This is an optimization exercise on Yosys and OpenROAD, whose aim is small area, not a production implementation.
RTL that was checked went through simulation tests only; none was proved equivalent to the original.

==> inputs of wip/lagoon <==
// sd_spi_ctrl
module sd_spi_ctrl (
    input  logic                      clk,
    input  logic                      rst_n,
    input  logic [512-1:0] write_data,
    input  logic                      write_data_ready,
    output logic [512-1:0] read_data,
    output logic                      read_ready,
    output logic                      ready,
    output logic                      error,
    output logic                      spi_clk,
    output logic                      spi_cs_n,
    output logic                      spi_mosi,
    input  logic                      spi_miso
);
    localparam logic [3:0] st_powerup  = 4'b0000;
    localparam logic [3:0] st_r7_tail  = 4'b0001;
    localparam logic [3:0] st_rd_token = 4'b0010;
    localparam logic [3:0] st_rd_data  = 4'b0011;
    localparam logic [3:0] st_wr_data  = 4'b0100;
    localparam logic [3:0] st_wr_resp  = 4'b0101;
    localparam logic [3:0] st_wr_busy  = 4'b0110;
    localparam logic [3:0] st_error    = 4'b0111;
    localparam logic [3:0] st_cmd0     = 4'b1000;
    localparam logic [3:0] st_cmd8     = 4'b1001;
    localparam logic [3:0] st_cmd55    = 4'b1010;
    localparam logic [3:0] st_acmd41   = 4'b1011;
  ...
export LEC_CHECK = 0
export CAP_MARGIN = 20
export CORE_AREA = 5 5 225 225
export DIE_AREA = 0 0 230 230
export SLEW_MARGIN = 20
create_clock -name core_clock -period 5.0 [get_ports {clk}]
standard.sh (not shown) runs the stock make flow with config.mk's settings and CLKGATE_MAP_FILE= SYNTH_SCRIPT=/design/flow/synth_recipe.tcl, a recipe that flattens the netlist after the stock synthesis.
==> flow/flow/run.sh <==
#!/bin/bash
# Standard synthesis and floorplan, then an area-oriented re-mapping of the
# combinational logic (restructure.tcl), then the rest of the standard layout
# with buf_1 port buffers, pins placed one track apart, a clock tree of larger
# sink clusters without dummy loads.
set -euo pipefail
export BUFFER_PORTS_ARGS="-buffer_cell sky130_fd_sc_hd__buf_1"
export PLACE_PINS_ARGS="-min_distance 1 -min_distance_in_tracks"
export CTS_ARGS="-sink_clustering_enable -repair_clock_nets -dont_use_dummy_load -buf_list {sky130_fd_sc_hd__clkbuf_8 sky130_fd_sc_hd__clkbuf_16} -sink_clustering_size 28 -sink_clustering_max_diameter 100"
WORK_HOME=$(grep -o 'WORK_HOME=[^ ]*' standard.sh | head -1 | cut -d= -f2 | tr -d "'")
export RESULTS=$WORK_HOME/results/sky130hd/sd_spi_ctrl/base
bash standard.sh synth > synth_flow.log 2>&1
bash standard.sh "$RESULTS/2_1_floorplan.odb" > floorplan_flow.log 2>&1
mkdir -p rmp_work
python3 flow/filter_lib.py "$FLOW_HOME/platforms/sky130hd/lib/sky130_fd_sc_hd__tt_025C_1v80.lib" rmp_work/rmp.lib \
  sky130_fd_sc_hd__probe_p_8 sky130_fd_sc_hd__probec_p_8 "sky130_fd_sc_hd__lpflow_*" > filter_lib.log 2>&1
openroad -no_init -exit flow/restructure.tcl > restructure.log 2>&1
bash standard.sh > standard_flow.log 2>&1
==> flow/flow/filter_lib.py <==
#!/usr/bin/env python3
"""Copy a liberty file without the cells whose names match the given patterns.

usage: filter_lib.py IN.lib OUT.lib PATTERN...
"""
import fnmatch
import re
import sys

src, dst, pats = sys.argv[1], sys.argv[2], sys.argv[3:]
text = open(src).read()
out = []
pos = 0
dropped = 0
for m in re.finditer(r'\n\s*cell\s*\(\s*"?([\w]+)"?\s*\)\s*\{', text):
    if m.start() < pos:
        continue
    name = m.group(1)
    if not any(fnmatch.fnmatch(name, p) for p in pats):
        continue
    # Find the matching closing brace of this cell group
    depth = 0
    i = m.end() - 1
    while True:
        c = text[i]
        if c == '{':
            depth += 1
        elif c == '}':
            depth -= 1
            if depth == 0:
                break
        i += 1
    out.append(text[pos:m.start()])
    pos = i + 1
    dropped += 1
out.append(text[pos:])
open(dst, 'w').write(''.join(out))
print("filter_lib.py: dropped %d cells" % dropped)
==> flow/flow/restructure.tcl <==
# Area-oriented re-mapping of the combinational logic of the floorplanned
# netlist, written back in place. ABC maps to rmp_work/rmp.lib, the platform's
# liberty without its don't-use cells (filter_lib.py). Registers are left as they are. If the
# re-mapped netlist uses a don't-use cell or changes the registers, the
# floorplan is kept unchanged.
set P $::env(FLOW_HOME)/platforms/sky130hd
set R $::env(RESULTS)
set dont_use {sky130_fd_sc_hd__probe_p_8 sky130_fd_sc_hd__probec_p_8 sky130_fd_sc_hd__lpflow_*}
read_liberty $P/lib/sky130_fd_sc_hd__tt_025C_1v80.lib
read_db $R/2_1_floorplan.odb
read_sdc $R/2_1_floorplan.sdc
source $P/setRC.tcl
set_dont_use $dont_use

proc registers {} {
  set regs {}
  foreach inst [[ord::get_db_block] getInsts] {
    set m [[$inst getMaster] getName]
    if {[string match "*__df*" $m] || [string match "*__edf*" $m] || [string match "*__sdf*" $m]} {
      lappend regs "[$inst getName] $m"
    }
  }
  return [lsort $regs]
}

set before [registers]
report_design_area
file mkdir rmp_work
restructure -target area -liberty_file rmp_work/rmp.lib \
  -tielo_port sky130_fd_sc_hd__conb_1/LO -tiehi_port sky130_fd_sc_hd__conb_1/HI \
  -work_dir rmp_work
report_design_area

set ok 1
if {[registers] ne $before} {
  puts "restructure.tcl: registers changed, keeping the floorplan as it was"
  set ok 0
}
foreach inst [[ord::get_db_block] getInsts] {
  set m [[$inst getMaster] getName]
  foreach pat $dont_use {
    if {[string match $pat $m]} {
      puts "restructure.tcl: don't-use cell $m, keeping the floorplan as it was"
      set ok 0
    }
  }
}
if {$ok} {
  write_db $R/2_1_floorplan.odb
  puts "restructure.tcl: floorplan re-mapped"
}
==> wip/zinc (differences from wip/lagoon) <==
--- a/flow/design.v
+++ b/flow/design.v
@@ -77,13 +77,13 @@
     assign decide   = !busy && (div == 3'd1);
     assign rx       = blk[7:0];
     assign rx_ff    = !rx_zero;
     assign rx_00    = !rx_one;
     assign rx_01    = (rx == 8'h01);
     assign in_frame = (cnt[9:3] == '0) && !(cnt[2] && cnt[1]);
-    assign fast     = is_cmd && (in_frame || (rx_ff && cnt != 10'd1005));
+    assign fast     = is_cmd && (in_frame || (rx_ff && !(&{cnt[9:5], cnt[3:2], cnt[0]})));
     always_ff @(posedge clk or negedge rst_n) begin
         if (!rst_n) begin
             div      <= 3'd2;
             busy     <= 1'b0;
             half_cnt <= '0;
         end else begin
Settings changed: CAP_MARGIN 20 to 3, SLEW_MARGIN 20 to 3.
==> wip/sierra (differences from wip/lagoon) <==
--- a/flow/flow/run.sh
+++ b/flow/flow/run.sh
@@ -1,15 +1,16 @@
 #!/bin/bash
 # Standard synthesis and floorplan, then an area-oriented re-mapping of the
 # combinational logic (restructure.tcl), then the rest of the standard layout
 # with buf_1 port buffers, pins placed one track apart, a clock tree of larger
-# sink clusters without dummy loads.
+# sink clusters without dummy loads, and power recovery after global routing.
 set -euo pipefail
 export BUFFER_PORTS_ARGS="-buffer_cell sky130_fd_sc_hd__buf_1"
 export PLACE_PINS_ARGS="-min_distance 1 -min_distance_in_tracks"
 export CTS_ARGS="-sink_clustering_enable -repair_clock_nets -dont_use_dummy_load -buf_list {sky130_fd_sc_hd__clkbuf_8 sky130_fd_sc_hd__clkbuf_16} -sink_clustering_size 28 -sink_clustering_max_diameter 100"
+export RECOVER_POWER=100
 WORK_HOME=$(grep -o 'WORK_HOME=[^ ]*' standard.sh | head -1 | cut -d= -f2 | tr -d "'")
 export RESULTS=$WORK_HOME/results/sky130hd/sd_spi_ctrl/base
 bash standard.sh synth > synth_flow.log 2>&1
 bash standard.sh "$RESULTS/2_1_floorplan.odb" > floorplan_flow.log 2>&1
 mkdir -p rmp_work
 python3 flow/filter_lib.py "$FLOW_HOME/platforms/sky130hd/lib/sky130_fd_sc_hd__tt_025C_1v80.lib" rmp_work/rmp.lib \
==> wip/tundra (differences from wip/lagoon) <==
--- a/flow/design.v
+++ b/flow/design.v
@@ -32,15 +32,12 @@
     logic [3:0]   state_nx;
     logic [2:0]   div;
     logic         busy;
     logic [3:0]   half_cnt;
     logic [9:0]   cnt;
     logic [7:0]   rx;
-    logic         rx_zero;
-    logic         rx_one;
-    logic         sample;
     logic [25:0]  addr;
     logic         carry;
     logic         rot_state;
     logic         rot_inc;
     logic         rot_step;
     logic         v2;
@@ -72,15 +69,14 @@
     assign read_ready = ready && cnt[6];
     assign read_data = blk;
     assign div_last = (div == 3'd4);
     assign wr_token = (cnt[6:0] == '0);
     assign byte_end = busy && div_last && (half_cnt == 4'hF);
     assign decide   = !busy && (div == 3'd1);
-    assign rx       = blk[7:0];
-    assign rx_ff    = !rx_zero;
-    assign rx_00    = !rx_one;
+    assign rx_ff    = (rx == 8'hFF);
+    assign rx_00    = (rx == 8'h00);
     assign rx_01    = (rx == 8'h01);
     assign in_frame = (cnt[9:3] == '0) && !(cnt[2] && cnt[1]);
     assign fast     = is_cmd && (in_frame || (rx_ff && cnt != 10'd1005));
     always_ff @(posedge clk or negedge rst_n) begin
         if (!rst_n) begin
             div      <= 3'd2;
@@ -95,17 +91,15 @@
             end
             if (busy && div_last) begin
                 half_cnt <= half_cnt + 1'b1;
             end
         end
     end
-    assign sample = busy && div_last && !half_cnt[0];
-    always_ff @(posedge clk) begin
-        if (sample) begin
-            rx_zero <= (half_cnt != 4'd0 && rx_zero) || !spi_miso;
-            rx_one  <= (half_cnt != 4'd0 && rx_one) || spi_miso;
+    always_ff @(posedge clk) begin
+        if (busy && div_last && !half_cnt[0]) begin
+            rx <= {rx[6:0], spi_miso};
         end
     end
     always_comb begin
         case (state)
             st_cmd0:   frame = {2'b01, 6'd0,  32'd0,               8'h95};
             st_cmd8:   frame = {2'b01, 6'd8,  32'h0000_01AA,       8'h87};
@@ -205,14 +199,15 @@
             carry <= addr[0] && carry;
         end else if (!rot_state) begin
             carry <= 1'b1;
         end
     end
     assign cap   = ready && write_data_ready;
-    assign shift = (sample && state != st_wr_cmd && state != st_wr_data) ||
-                   (busy && div_last && half_cnt[0] && state == st_wr_data && !wr_token);
+    assign shift = busy && div_last &&
+                   ((state == st_rd_data && !half_cnt[0]) ||
+                    (state == st_wr_data && half_cnt[0] && !wr_token));
     assign hold  = !cap && !shift;
     always_ff @(posedge clk) begin
         blk <= ({512{cap}}   & write_data) |
                ({512{shift}} & {blk[512-2:0], spi_miso}) |
                ({512{hold}}  & blk);
     end
==> flow/flow/run.sh (replaced) <==
#!/bin/bash
# Standard layout, with buf_1 port buffers, pins placed one track apart and a
# clock tree of larger sink clusters without dummy loads.
set -euo pipefail
export BUFFER_PORTS_ARGS="-buffer_cell sky130_fd_sc_hd__buf_1"
export PLACE_PINS_ARGS="-min_distance 1 -min_distance_in_tracks"
export CTS_ARGS="-sink_clustering_enable -repair_clock_nets -dont_use_dummy_load -buf_list {sky130_fd_sc_hd__clkbuf_8 sky130_fd_sc_hd__clkbuf_16} -sink_clustering_size 24 -sink_clustering_max_diameter 80"
bash standard.sh > standard_flow.log 2>&1
removed: flow/flow/filter_lib.py
removed: flow/flow/restructure.tcl
==> flow_metrics.tcl <==
set metrics [dict create \
    status "timing/DRC/antenna clean" \
    power_w 0.006955 \
    post_drt_via_cell_ratio 6.230 \
    syn_avg_cell_area_sq_um 8.615 \
    path_buf_inv 2 \
    tightest_slew_ns 1.053 \
    critPathRequiredTime_ns 4.00 \
    vdd_drop_max_mv 0.2345 \
]
The numbers above come from wip/lagoon.

==> flow_metrics.tcl <==
set metrics [dict create \
    status "timing/DRC/antenna clean" \
    vdd_drop_max_mv 0.3398 \
    tightest_slew_ns 1.303 \
    critPathRequiredTime_ns 4.00 \
    syn_avg_cell_area_sq_um 9.427 \
    path_buf_inv 3 \
    post_drt_via_cell_ratio 6.281 \
]
The numbers above come from wip/zinc.

==> flow_metrics.tcl <==
set metrics [dict create \
    maxCapViolCount 2 \
    post_drt_via_cell_ratio 6.200 \
    slew_viol_final 325 \
    power_w 0.006956 \
    status "failed layout checks" \
    failed_checks "max-capacitance violations, max-slew violations" \
    critPathRequiredTime_ns 5.53 \
    vdd_drop_max_mv 0.2325 \
]
The numbers above come from wip/sierra.

==> flow_metrics.tcl <==
set metrics [dict create \
    tightest_slew_ns 0.9199 \
    syn_avg_cell_area_sq_um 8.591 \
    status "timing/DRC/antenna clean" \
    critPathRequiredTime_ns 4.00 \
    power_w 0.007486 \
]
The numbers above come from wip/tundra.

Function not checked in wip/tundra: the RTL went through the layout flow alone.

static timing again, ports no longer ideal:
No port has a modelled driver above. Below, the same layouts with a new extraction and two added sets of constraints. Step 1 assumes that a clkbuf_16 drives the clock port and a buf_2 every other input. Step 2 times the ports against the registers' clock, not the clock port: input delays grow and output delays shrink by t, the midpoint of the rising clock arrivals with the driver on. a / b / c = no drivers / after step 1 / after step 2; a / b = the first two.
run | shift t [ns] | setup slack, ns | worst setup path after step 2
wip/lagoon | 0.633 | 0.689 / 0.627 / 1.233 | register to register
wip/zinc | 0.632 | 0.690 / 0.630 / 1.192 | register to register
wip/sierra | 0.631 | 0.500 / 0.500 / 0.500 | register to register
wip/tundra | 0.599 | 0.764 / 0.704 / 1.303 | register to output
